This is an optimization exercise on Yosys and OpenROAD, whose aim is small area and a short achievable clock period, not a production implementation.
RTL that was checked went through simulation tests only; none was proved equivalent to the original.
No activity file was given, so power comes from the tool's default toggle rates.

main:
## cpu_top
module cpu_top (
	input  logic                i_clk,
	input  logic                i_rst_n,
	input  cpu_pkg::instr_t     i_instr,
	output cpu_pkg::pc_t        o_pc,
	output logic                o_dmem_we,
	output cpu_pkg::dmem_addr_t o_dmem_addr,
	output cpu_pkg::word_t      o_dmem_wdata,
	output cpu_pkg::status_t    o_status
);
==> flow/config.mk <==
export PLATFORM = sky130hd
export DESIGN_NAME = cpu_top
export DESIGN_NICKNAME = cpu_top
export VERILOG_FILES = /design/flow/design.v
export SDC_FILE = /design/flow/constraint.sdc
export NUM_CORES = 8
export LEC_CHECK = 0
export CAP_MARGIN = 10
export CORE_MARGIN = 2
export CORE_UTILIZATION = 60
export PLACE_DENSITY = 0.7
export SETUP_SLACK_MARGIN = 5
export SLEW_MARGIN = 10
export SYNTH_HIERARCHICAL = 1
export SYNTH_MEMORY_MAX_BITS = 16384
export SYNTH_MINIMUM_KEEP_SIZE = 0
==> flow/constraint.sdc <==
create_clock -name core_clock -period 16.0 [get_ports {i_clk}]
set_input_delay 3.2000 -clock core_clock [delete_from_list [all_inputs] [get_ports {i_clk}]]
set_output_delay 3.2000 -clock core_clock [all_outputs]
set_load 0.01 [all_outputs]
standard.sh (not shown) runs the stock make flow with config.mk's settings and CLKGATE_MAP_FILE= SYNTH_SCRIPT=/design/flow/synth_recipe.tcl, a recipe that flattens the netlist after the stock synthesis.
==> flow/flow/run.sh <==
#!/bin/bash
# The standard layout with these changes: synthesis sees a strong driver
# and a light load on each module port, so it leaves cells at their smallest
# size; resizing may change a cell's footprint; port buffers are buf_2; timing
# repair aims at a larger setup margin; the clock tree uses clkbuf_8 without
# dummy loads.
set -euo pipefail
bash standard.sh \
  ABC_LOAD_IN_FF=1 \
  ABC_DRIVER_CELL=sky130_fd_sc_hd__buf_4 \
  MATCH_CELL_FOOTPRINT=0 \
  SETUP_SLACK_MARGIN=7 \
  TNS_END_PERCENT=20 \
  BUFFER_PORTS_ARGS="-buffer_cell sky130_fd_sc_hd__buf_2" \
  CTS_ARGS="-sink_clustering_enable -repair_clock_nets -dont_use_dummy_load -buf_list sky130_fd_sc_hd__clkbuf_8 -sink_clustering_size 16 -sink_clustering_max_diameter 70" \
  finish > make.log 2>&1
Relative to main, the following input files were edited for the feature branch:
- changing CAP_MARGIN from 10 to 20
- changing SLEW_MARGIN from 10 to 20
--- a/flow/flow/run.sh
+++ b/flow/flow/run.sh
@@ -3,3 +3,3 @@
 # and a light load on each module port, so it leaves cells at their smallest
-# size; resizing may change a cell's footprint; port buffers are buf_2; timing
+# size; resizing may change a cell's footprint; port buffers are buf_4; timing
 # repair aims at a larger setup margin; the clock tree uses clkbuf_8 without
@@ -13,3 +13,3 @@
   TNS_END_PERCENT=20 \
-  BUFFER_PORTS_ARGS="-buffer_cell sky130_fd_sc_hd__buf_2" \
+  BUFFER_PORTS_ARGS="-buffer_cell sky130_fd_sc_hd__buf_4" \
   CTS_ARGS="-sink_clustering_enable -repair_clock_nets -dont_use_dummy_load -buf_list sky130_fd_sc_hd__clkbuf_8 -sink_clustering_size 16 -sink_clustering_max_diameter 70" \
--- outcome ---
- Compared to main, the feature branch has final clock period utilization by the worst path 1.3 points lower.
- Vias: the feature branch more than main
- Upper clock frequency limit for the feature branch: about 2.3% up relative to main
- Number of instances in the synthesized netlist came out exactly the same in main and the feature branch.
Function was not checked in any run of this note: the RTL went through the layout flow alone.

---

cpu_top, a different RTL version from the one above (not shown whole).
Size in the first run: about 7700 cells after synthesis, about 110 I/O pins, roughly 130000 µm² of cells after synthesis.
clock: 16.0 ns
lec_check: 0
cap_margin: 20
core_margin: 2
core_utilization: 60
place_density: 0.85
setup_slack_margin: 5
slew_margin: 20
synth_hierarchical: 1
synth_memory_max_bits: 16384
synth_minimum_keep_size: 0
==> flow/flow/run.sh <==
#!/bin/bash
# The standard layout with these changes: synthesis sees a strong driver
# and a light load on each module port, so it leaves cells at their smallest
# size; resizing may change a cell's footprint; port buffers are buf_4; timing
# repair aims at a larger setup margin; the clock tree uses clkbuf_8 without
# dummy loads.
set -euo pipefail
bash standard.sh \
  ABC_LOAD_IN_FF=1 \
  ABC_DRIVER_CELL=sky130_fd_sc_hd__buf_4 \
  MATCH_CELL_FOOTPRINT=0 \
  SETUP_SLACK_MARGIN=7 \
  TNS_END_PERCENT=20 \
  BUFFER_PORTS_ARGS="-buffer_cell sky130_fd_sc_hd__buf_4" \
  CTS_ARGS="-sink_clustering_enable -repair_clock_nets -dont_use_dummy_load -buf_list sky130_fd_sc_hd__clkbuf_8 -sink_clustering_size 16 -sink_clustering_max_diameter 70" \
  finish > make.log 2>&1
==> next run, changes <==
Settings changed: CORE_UTILIZATION 60 to 50, PLACE_DENSITY 0.85 to 0.8.
=>
- The new run produced a clean layout
- combinational power is about the same
- cell area barely changes
- global-route usage drops by 7.0 points
==> next run, changes <==
Settings changed: CORE_UTILIZATION 50 to 60, PLACE_DENSITY 0.8 to 0.7.
The new run ran to the end with no violations.
Cell count drops by 4.5%.
Global-route usage climbs by 8.5 points.
Register-to-register slack gains 0.50 ns.
Function was not checked in any run of this note: the RTL went through the layout flow alone.

---

== run A ==
cpu_top, a different RTL version from the one above (not shown whole).
export LEC_CHECK = 0
export CAP_MARGIN = 20
export CORE_MARGIN = 2
export CORE_UTILIZATION = 60
export GPL_ROUTABILITY_DRIVEN = 0
export PLACE_DENSITY = 0.7
export SETUP_SLACK_MARGIN = 5
export SLEW_MARGIN = 20
export SYNTH_HIERARCHICAL = 1
export SYNTH_MEMORY_MAX_BITS = 16384
export SYNTH_MINIMUM_KEEP_SIZE = 0
create_clock -name core_clock -period 16.0 [get_ports {i_clk}]
==> flow/flow/run.sh <==
#!/bin/bash
# The standard layout with these changes: synthesis sees a strong driver
# and a light load on each module port, so it leaves cells at their smallest
# size; resizing may change a cell's footprint; port buffers are buf_4; timing
# repair aims at a larger setup margin; the clock tree uses clkbuf_8 without
# dummy loads.
set -euo pipefail
bash standard.sh \
  ABC_LOAD_IN_FF=1 \
  ABC_DRIVER_CELL=sky130_fd_sc_hd__buf_4 \
  MATCH_CELL_FOOTPRINT=0 \
  SETUP_SLACK_MARGIN=7 \
  TNS_END_PERCENT=20 \
  BUFFER_PORTS_ARGS="-buffer_cell sky130_fd_sc_hd__buf_4" \
  CTS_ARGS="-sink_clustering_enable -repair_clock_nets -dont_use_dummy_load -buf_list sky130_fd_sc_hd__clkbuf_8 -sink_clustering_size 17 -sink_clustering_max_diameter 72" \
  finish > make.log 2>&1
--- input diff run A..run B ---
==> flow/flow/run.sh <==
#!/bin/bash
# The standard layout with these changes: synthesis sees a strong driver
# and a light load on each module port, so it leaves cells at their smallest
# size; the instruction and store pins sit together on the top edge;
# resizing may change a cell's footprint; port buffers are buf_4; timing
# repair aims at a larger setup margin; the clock tree uses clkbuf_8 without
# dummy loads.
set -euo pipefail
bash standard.sh \
  ABC_LOAD_IN_FF=1 \
  ABC_DRIVER_CELL=sky130_fd_sc_hd__buf_4 \
  PRE_IO_PLACEMENT_TCL="$PWD/flow/io.tcl" \
  MATCH_CELL_FOOTPRINT=0 \
  SETUP_SLACK_MARGIN=7 \
  TNS_END_PERCENT=20 \
  BUFFER_PORTS_ARGS="-buffer_cell sky130_fd_sc_hd__buf_4" \
  CTS_ARGS="-sink_clustering_enable -repair_clock_nets -dont_use_dummy_load -buf_list sky130_fd_sc_hd__clkbuf_8 -sink_clustering_size 16 -sink_clustering_max_diameter 70" \
  finish > make.log 2>&1
==> flow/flow/io.tcl (new file) <==
# Keep the instruction inputs and the store outputs together on one stretch
# of the top edge, so that the paths from one to the other are short.
set pins {}
for {set i 0} {$i < 32} {incr i} { lappend pins "i_instr\[$i\]" "o_dmem_wdata\[$i\]" }
for {set i 0} {$i < 6} {incr i} { lappend pins "o_dmem_addr\[$i\]" }
lappend pins o_dmem_we
set_io_pin_constraint -pin_names $pins -region top:40-300
When run B is set beside run A, its number of fill cells turns out to be 246 smaller.
Run B ended with more final antenna diode count than run A.
Run B vs run A, placed wire-length estimate after detailed placement went up by 2.9%.
Taking run A as the reference point, the share of the cycle needed by the critical path after routing of run B rises by 0.76 points.
The core of run B is more densely filled than that of run A.
Input-level comparison between run C and run B:
- GPL_ROUTABILITY_DRIVEN removed (was 0)
==> flow/flow/run.sh <==
#!/bin/bash
# The standard layout with these changes: synthesis sees a strong driver
# and a light load on each module port, so it leaves cells at their smallest
# size; resizing may change a cell's footprint; port buffers are buf_4; timing
# repair aims at a larger setup margin; the clock tree uses clkbuf_8 without
# dummy loads.
set -euo pipefail
bash standard.sh \
  ABC_LOAD_IN_FF=1 \
  ABC_DRIVER_CELL=sky130_fd_sc_hd__buf_4 \
  MATCH_CELL_FOOTPRINT=0 \
  SETUP_SLACK_MARGIN=8 \
  TNS_END_PERCENT=20 \
  BUFFER_PORTS_ARGS="-buffer_cell sky130_fd_sc_hd__buf_4" \
  CTS_ARGS="-sink_clustering_enable -repair_clock_nets -dont_use_dummy_load -buf_list sky130_fd_sc_hd__clkbuf_8 -sink_clustering_size 16 -sink_clustering_max_diameter 70" \
  finish > make.log 2>&1
removed: flow/flow/io.tcl
==> results.txt <==
[run C] global-route wire length before repair fell 2.6% relative to run B. Setup slack: run C vs run B up 240 ps. As of run C, power had fallen slightly compared to run B. Sort run B and run C by number of signal-net buffers in the layout asc -> top: run C. The post-route cell area of run C and that of run B are within noise of each other.

---

## exp/juniper
cpu_top again, from the RTL that the note above started with.
==> flow/design.v (excerpt) <==
module cpu_top (
	input  logic                i_clk,
	input  logic                i_rst_n,
	input  cpu_pkg::instr_t     i_instr,
	output cpu_pkg::pc_t        o_pc,
	output logic                o_dmem_we,
	output cpu_pkg::dmem_addr_t o_dmem_addr,
	output cpu_pkg::word_t      o_dmem_wdata,
	output cpu_pkg::status_t    o_status
);
export LEC_CHECK = 0
export CAP_MARGIN = 20
export CORE_MARGIN = 2
export CORE_UTILIZATION = 60
export GPL_ROUTABILITY_DRIVEN = 0
export PLACE_DENSITY = 0.7
export SETUP_SLACK_MARGIN = 5
export SLEW_MARGIN = 20
export SYNTH_HIERARCHICAL = 1
export SYNTH_MEMORY_MAX_BITS = 16384
export SYNTH_MINIMUM_KEEP_SIZE = 0
create_clock -name core_clock -period 16.0 [get_ports {i_clk}]
==> flow/flow/run.sh <==
#!/bin/bash
# The standard layout with these changes: synthesis sees a strong driver
# and a light load on each module port, so it leaves cells at their smallest
# size; resizing may change a cell's footprint; port buffers are buf_4; timing
# repair aims at a larger setup margin; the clock tree uses clkbuf_8 without
# dummy loads.
set -euo pipefail
bash standard.sh \
  ABC_LOAD_IN_FF=1 \
  ABC_DRIVER_CELL=sky130_fd_sc_hd__buf_4 \
  MATCH_CELL_FOOTPRINT=0 \
  SETUP_SLACK_MARGIN=6.5 \
  TNS_END_PERCENT=10 \
  BUFFER_PORTS_ARGS="-buffer_cell sky130_fd_sc_hd__buf_4" \
  CTS_ARGS="-sink_clustering_enable -repair_clock_nets -dont_use_dummy_load -buf_list sky130_fd_sc_hd__clkbuf_8 -sink_clustering_size 16 -sink_clustering_max_diameter 70" \
  finish > make.log 2>&1
What exp/amber does differently from exp/juniper at the input level:
Settings: CORE_UTILIZATION now 57, was 60; PLACE_DENSITY now 0.68, was 0.7.
-- flow/flow/run.sh --
<<< exp/juniper, line 10
  ABC_DRIVER_CELL=sky130_fd_sc_hd__buf_4 \
  MATCH_CELL_FOOTPRINT=0 \
  SETUP_SLACK_MARGIN=6.5 \
  TNS_END_PERCENT=10 \
  BUFFER_PORTS_ARGS="-buffer_cell sky130_fd_sc_hd__buf_4" \
>>> exp/amber, line 10
  ABC_DRIVER_CELL=sky130_fd_sc_hd__buf_4 \
  MATCH_CELL_FOOTPRINT=0 \
  SETUP_SLACK_MARGIN=7 \
  TNS_END_PERCENT=10 \
  BUFFER_PORTS_ARGS="-buffer_cell sky130_fd_sc_hd__buf_4" \
## What came out
exp/juniper → exp/amber: share of power burned in the clock network comparable; worst-case hold slack comparable; number of iterations in the first detailed-routing pass now larger.
Diff exp/juniper -> exp/amber: die area now sits higher, post-route clock skew now sits higher, routed wire length now sits higher, cell area after layout now sits higher, count of standard-cell rows now sits higher.
A master of the slowest instance on the critical path of sky130_fd_sc_hd__nor3_1 is what exp/amber shows, while sky130_fd_sc_hd__nor2_2 belongs to exp/juniper.
In exp/amber, the highest net fanout along the worst path came out 14 below the value in exp/juniper.
## Diff of input files: exp/lagoon against exp/amber
Settings: CORE_UTILIZATION: 57 -> 60; GPL_ROUTABILITY_DRIVEN: 0 -> unset; PLACE_DENSITY: 0.68 -> 0.7.
-- flow/flow/run.sh --
<<< exp/amber, line 11
  MATCH_CELL_FOOTPRINT=0 \
  SETUP_SLACK_MARGIN=7 \
  TNS_END_PERCENT=10 \
  BUFFER_PORTS_ARGS="-buffer_cell sky130_fd_sc_hd__buf_4" \
  CTS_ARGS="-sink_clustering_enable -repair_clock_nets -dont_use_dummy_load -buf_list sky130_fd_sc_hd__clkbuf_8 -sink_clustering_size 16 -sink_clustering_max_diameter 70" \
>>> exp/lagoon, line 11
  MATCH_CELL_FOOTPRINT=0 \
  SETUP_SLACK_MARGIN=7 \
  TNS_END_PERCENT=20 \
  BUFFER_PORTS_ARGS="-buffer_cell sky130_fd_sc_hd__buf_4" \
  CTS_ARGS="-sink_clustering_enable -repair_clock_nets -dont_use_dummy_load -buf_list sky130_fd_sc_hd__clkbuf_8 -sink_clustering_size 16 -sink_clustering_max_diameter 70" \
--- outcome ---
- Diff exp/amber -> exp/lagoon: maximum VDD drop moved up; number of fill cells in the layout moved down; final cell count without fillers level; shortest clock period the worst path allows after layout moved down.
- Summary — post-route cell area, exp/lagoon relative to exp/amber: higher, by 0.36%.

==> what the ideal ports hide <==
No port has a modelled driver above. Below, the same layouts with a new extraction and two added sets of constraints.
Step 1 assumes that a clkbuf_16 drives the clock port and a buf_2 every other input.
Step 2 adds t to the input delays and takes it off the output delays; t is the mean of the earliest and latest rising clock arrival at the registers after step 1. Input paths then give back, and output paths get back, about the clock's delay inside the block.
a / b / c = ideal ports / drivers / drivers and shift; a / b = the first two.
run | shift t [ns] | setup WS [ns] | hold WS [ns] | worst setup path at the end
main | 1.115 | 6.388 / 6.290 / 5.468 | 0.471 / 0.471 / 0.471 | input to register
the feature branch | 1.149 | 6.604 / 6.480 / 5.421 | 0.481 / 0.481 / 0.481 | input to register
the first run of note 2 | 1.116 | 6.673 / 6.599 / 6.378 | 0.485 / 0.485 / 0.485 | input to register
the second run of note 2 | 1.130 | 6.774 / 6.740 / 6.124 | 0.483 / 0.483 / 0.483 | input to register
the third run of note 2 | 1.146 | 6.775 / 6.711 / 6.324 | 0.477 / 0.477 / 0.477 | input to register
run A | 1.111 | 6.658 / 6.545 / 6.282 | 0.479 / 0.479 / 0.479 | input to register
run B | 1.095 | 6.537 / 6.434 / 5.833 | 0.481 / 0.481 / 0.481 | input to register
run C | 1.122 | 6.773 / 6.526 / 6.022 | 0.485 / 0.485 / 0.485 | input to register
exp/juniper | 1.128 | 6.092 / 6.067 / 5.952 | 0.475 / 0.475 / 0.475 | input to register
exp/amber | 1.099 | 6.701 / 6.499 / 6.271 | 0.473 / 0.473 / 0.473 | input to register
exp/lagoon | 1.129 | 6.707 / 6.620 / 5.933 | 0.480 / 0.480 / 0.480 | input to register
After both steps every run listed still meets setup and hold. The setup slack of the feature branch, which loses most, moves by -0.124 ns with the drivers and by -1.183 ns with both steps.
